Source: an optimization exercise on an open RTL-to-GDS flow (aim: small area, a short achievable clock period and few clock cycles per item). Production flows keep margins and buffers that such runs may drop.
RTL that was checked went through simulation tests only; none was proved equivalent to the original.

## v6
## hsl_to_rgb_converter_unit
module hsl_to_rgb_converter_unit
(
  input  logic             clk_i,
  input  logic             rst_ni,
  input  logic             in_valid_i,
  output logic             in_ready_o,
  input  logic [hsl2rgb_pkg::HueW-1:0]  hue_degrees_i,
  input  logic [hsl2rgb_pkg::PctW-1:0]  saturation_pct_i,
  input  logic [hsl2rgb_pkg::PctW-1:0]  lightness_pct_i,
  output logic             out_valid_o,
  input  logic             out_ready_i,
  output logic [hsl2rgb_pkg::ChanW-1:0] red_o,
  output logic [hsl2rgb_pkg::ChanW-1:0] green_o,
  output logic [hsl2rgb_pkg::ChanW-1:0] blue_o
);
Settings: LEC_CHECK=0, ABC_CLOCK_PERIOD_IN_PS=4500, CAP_MARGIN=20, CORE_MARGIN=2, CORE_UTILIZATION=40, SETUP_SLACK_MARGIN=4.6, SLEW_MARGIN=20; clock period 9.5 ns.
run.sh (not shown) runs the stock make flow with config.mk's settings and CLKGATE_MAP_FILE= SYNTH_SCRIPT=/design/flow/synth_recipe.tcl, a recipe that flattens the netlist after the stock synthesis.
v6 completed; timing, DRC and antenna clean
Input-level comparison between v25 and v6:
Settings: SETUP_SLACK_MARGIN now 4.3, was 4.6.
## What came out
v25 went all the way through synthesis, placement and routing and the layout is clean on timing, DRC and antenna. Fraction of standard cell area that is sequential for v25 is higher than for v6. Of v25 and v6, v6 shows the higher total detailed-routing wirelength, with v25 below it. Note that the routed length on met2 recorded for v6 amounts to 1.08 times the value seen in v25. In the tables for v25 and v6, total routing usage reported by global routing reads higher with v6. v25: relative slew slack higher than v6. Run comparison: v25 last element of the critical path u_cut_d.g_reg.q[10]$_DFFE_PP_; v6 last element of the critical path u_cut_d.g_reg.q[8]$_DFFE_PP_. Sort v25 and v6 by global-route wire length before repair, descending, and v6 comes first.
No run of this note included a check of the RTL's function; only the layout flow was run.

Another version of the RTL of hsl_to_rgb_converter_unit (not shown whole).
Size in the first run: ~1500 cells after synthesis, about 53 I/O pins, ~16000 sq um of cells after synthesis.
Settings: LEC_CHECK=0, ABC_CLOCK_PERIOD_IN_PS=4500, CAP_MARGIN=20, CORE_MARGIN=2, CORE_UTILIZATION=40, CTS_BUF_LIST=sky130_fd_sc_hd__clkbuf_4 sky130_fd_sc_hd__clkbuf_8, SETUP_SLACK_MARGIN=5.0, SLEW_MARGIN=20; clock period 9.5 ns.
standard.sh (not shown) runs the stock make flow with config.mk's settings and CLKGATE_MAP_FILE= SYNTH_SCRIPT=/design/flow/synth_recipe.tcl, a recipe that flattens the netlist after the stock synthesis.
==> flow/flow/run.sh <==
#!/bin/bash
# Layout flow: the standard flow, with one netlist step between synthesis and floorplan.
# flow/polfix.py removes inverters around the full and half adders of the synthesized
# netlist (full adders are self-dual, so some may work on complemented signals); the
# registers and every other cell stay as synthesis made them. Each tool's output goes to
# a log of its own: synth.log, polfix.log, layout.log.
set -euo pipefail
R=orfs/results/sky130hd/hsl_to_rgb_converter_unit/base
bash standard.sh synth > synth.log 2>&1
cp "$R/1_2_yosys.v" yosys_netlist.v
python3 flow/polfix.py yosys_netlist.v "$R/1_2_yosys.v" > polfix.log 2>&1
bash standard.sh > layout.log 2>&1
Other scripts of this flow, unchanged in this note and not shown: flow/flow/polfix.py
Testbench counts at the start, summed over its fixed seeds: cycles 12,032, items 12,000.
Rerun with:
--- a/flow/config.mk
+++ b/flow/config.mk
@@ -11 +11 @@
-export CORE_UTILIZATION = 40
+export CORE_UTILIZATION = 45
@@ -13 +13 @@
-export SETUP_SLACK_MARGIN = 5.0
+export SETUP_SLACK_MARGIN = 4.75
- The changed run ran to the end with no violations
- routed wire length is about the same
- design area decreases by 1.5%
- clock skew grows by 0.0043 ns
- core utilization goes up by 5.5 points

Another version of the RTL of hsl_to_rgb_converter_unit (not shown whole).
Size in the first run: ~1500 cells after synthesis, roughly 53 I/O pins.
==> flow/config.mk <==
export PLATFORM = sky130hd
export DESIGN_NAME = hsl_to_rgb_converter_unit
export DESIGN_NICKNAME = hsl_to_rgb_converter_unit
export VERILOG_FILES = /design/flow/design.v
export SDC_FILE = /design/flow/constraint.sdc
export NUM_CORES = 4
export LEC_CHECK = 0
export ABC_CLOCK_PERIOD_IN_PS = 4500
export CAP_MARGIN = 20
export CORE_MARGIN = 2
export CORE_UTILIZATION = 40
export SETUP_SLACK_MARGIN = 4.4
export SLEW_MARGIN = 20
==> flow/constraint.sdc <==
create_clock -name core_clock -period 9.5 [get_ports {clk_i}]
set_input_delay 1.9000 -clock core_clock [delete_from_list [all_inputs] [get_ports {clk_i}]]
set_output_delay 1.9000 -clock core_clock [all_outputs]
set_load 0.01 [all_outputs]
==> flow/flow/run.sh <==
#!/bin/bash
# Layout flow: the standard flow, with one netlist step between synthesis and floorplan.
# flow/polfix.py removes inverters around the full adders of the synthesized netlist by
# letting some full adders work on complemented signals (a full adder is self-dual); the
# registers and every other cell stay as synthesis made them.
set -euo pipefail
R=orfs/results/sky130hd/hsl_to_rgb_converter_unit/base
bash standard.sh synth > synth.log 2>&1
cp "$R/1_2_yosys.v" yosys_netlist.v
python3 flow/polfix.py yosys_netlist.v "$R/1_2_yosys.v" > polfix.log 2>&1
bash standard.sh > layout.log 2>&1
Other scripts of this flow, unchanged in this note and not shown: flow/flow/polfix.py
Testbench counts at the start, summed over its fixed seeds: cycles 12,032, items 12,000.
Rerun with:
--- a/flow/config.mk
+++ b/flow/config.mk
@@ -10,4 +10,4 @@
 export CORE_MARGIN = 2
 export CORE_UTILIZATION = 40
-export SETUP_SLACK_MARGIN = 4.4
+export SETUP_SLACK_MARGIN = 4.6
 export SLEW_MARGIN = 20
Synthesized area stays the same.
Non-clock buffer count increases by 29.
Final area increases by 2.9%.
Worst setup slack improved by 120 ps.

static timing again, ports no longer ideal:
How much do the figures lean on ideal ports? The routed layouts below were timed once more, with nothing changed but the port constraints. Step 1, drivers: a clkbuf_16 drives clk_i and a buf_2 each remaining input, both assumed. Step 2, shift: input delay + t, output delay - t, t = (earliest + latest rising clock arrival at the registers) / 2. This alone moves slack from input paths to output paths. a / b / c = ideal ports / drivers / drivers and shift; a / b = the first two.
run | t (ns) | setup WS [ns] | worst register clock-pin slew, ns
v6 | 0.492 | 4.462 / 4.462 / 4.462 | 0.06 / 0.06
v25 | 0.490 | 4.367 / 4.367 / 4.116 | 0.06 / 0.06
the first run of note 2 | 0.521 | 4.970 / 4.970 / 4.681 | 0.10 / 0.10
the second run of note 2 | 0.512 | 4.912 / 4.912 / 4.655 | 0.10 / 0.10
the first run of note 3 | 0.489 | 4.425 / 4.425 / 4.304 | 0.06 / 0.06
the second run of note 3 | 0.483 | 4.541 / 4.541 / 4.366 | 0.07 / 0.07
After both steps every run listed still meets setup and hold. The setup slack of the first run of note 2, which loses most, moves by 0.000 ns with the drivers and by -0.289 ns with both steps.
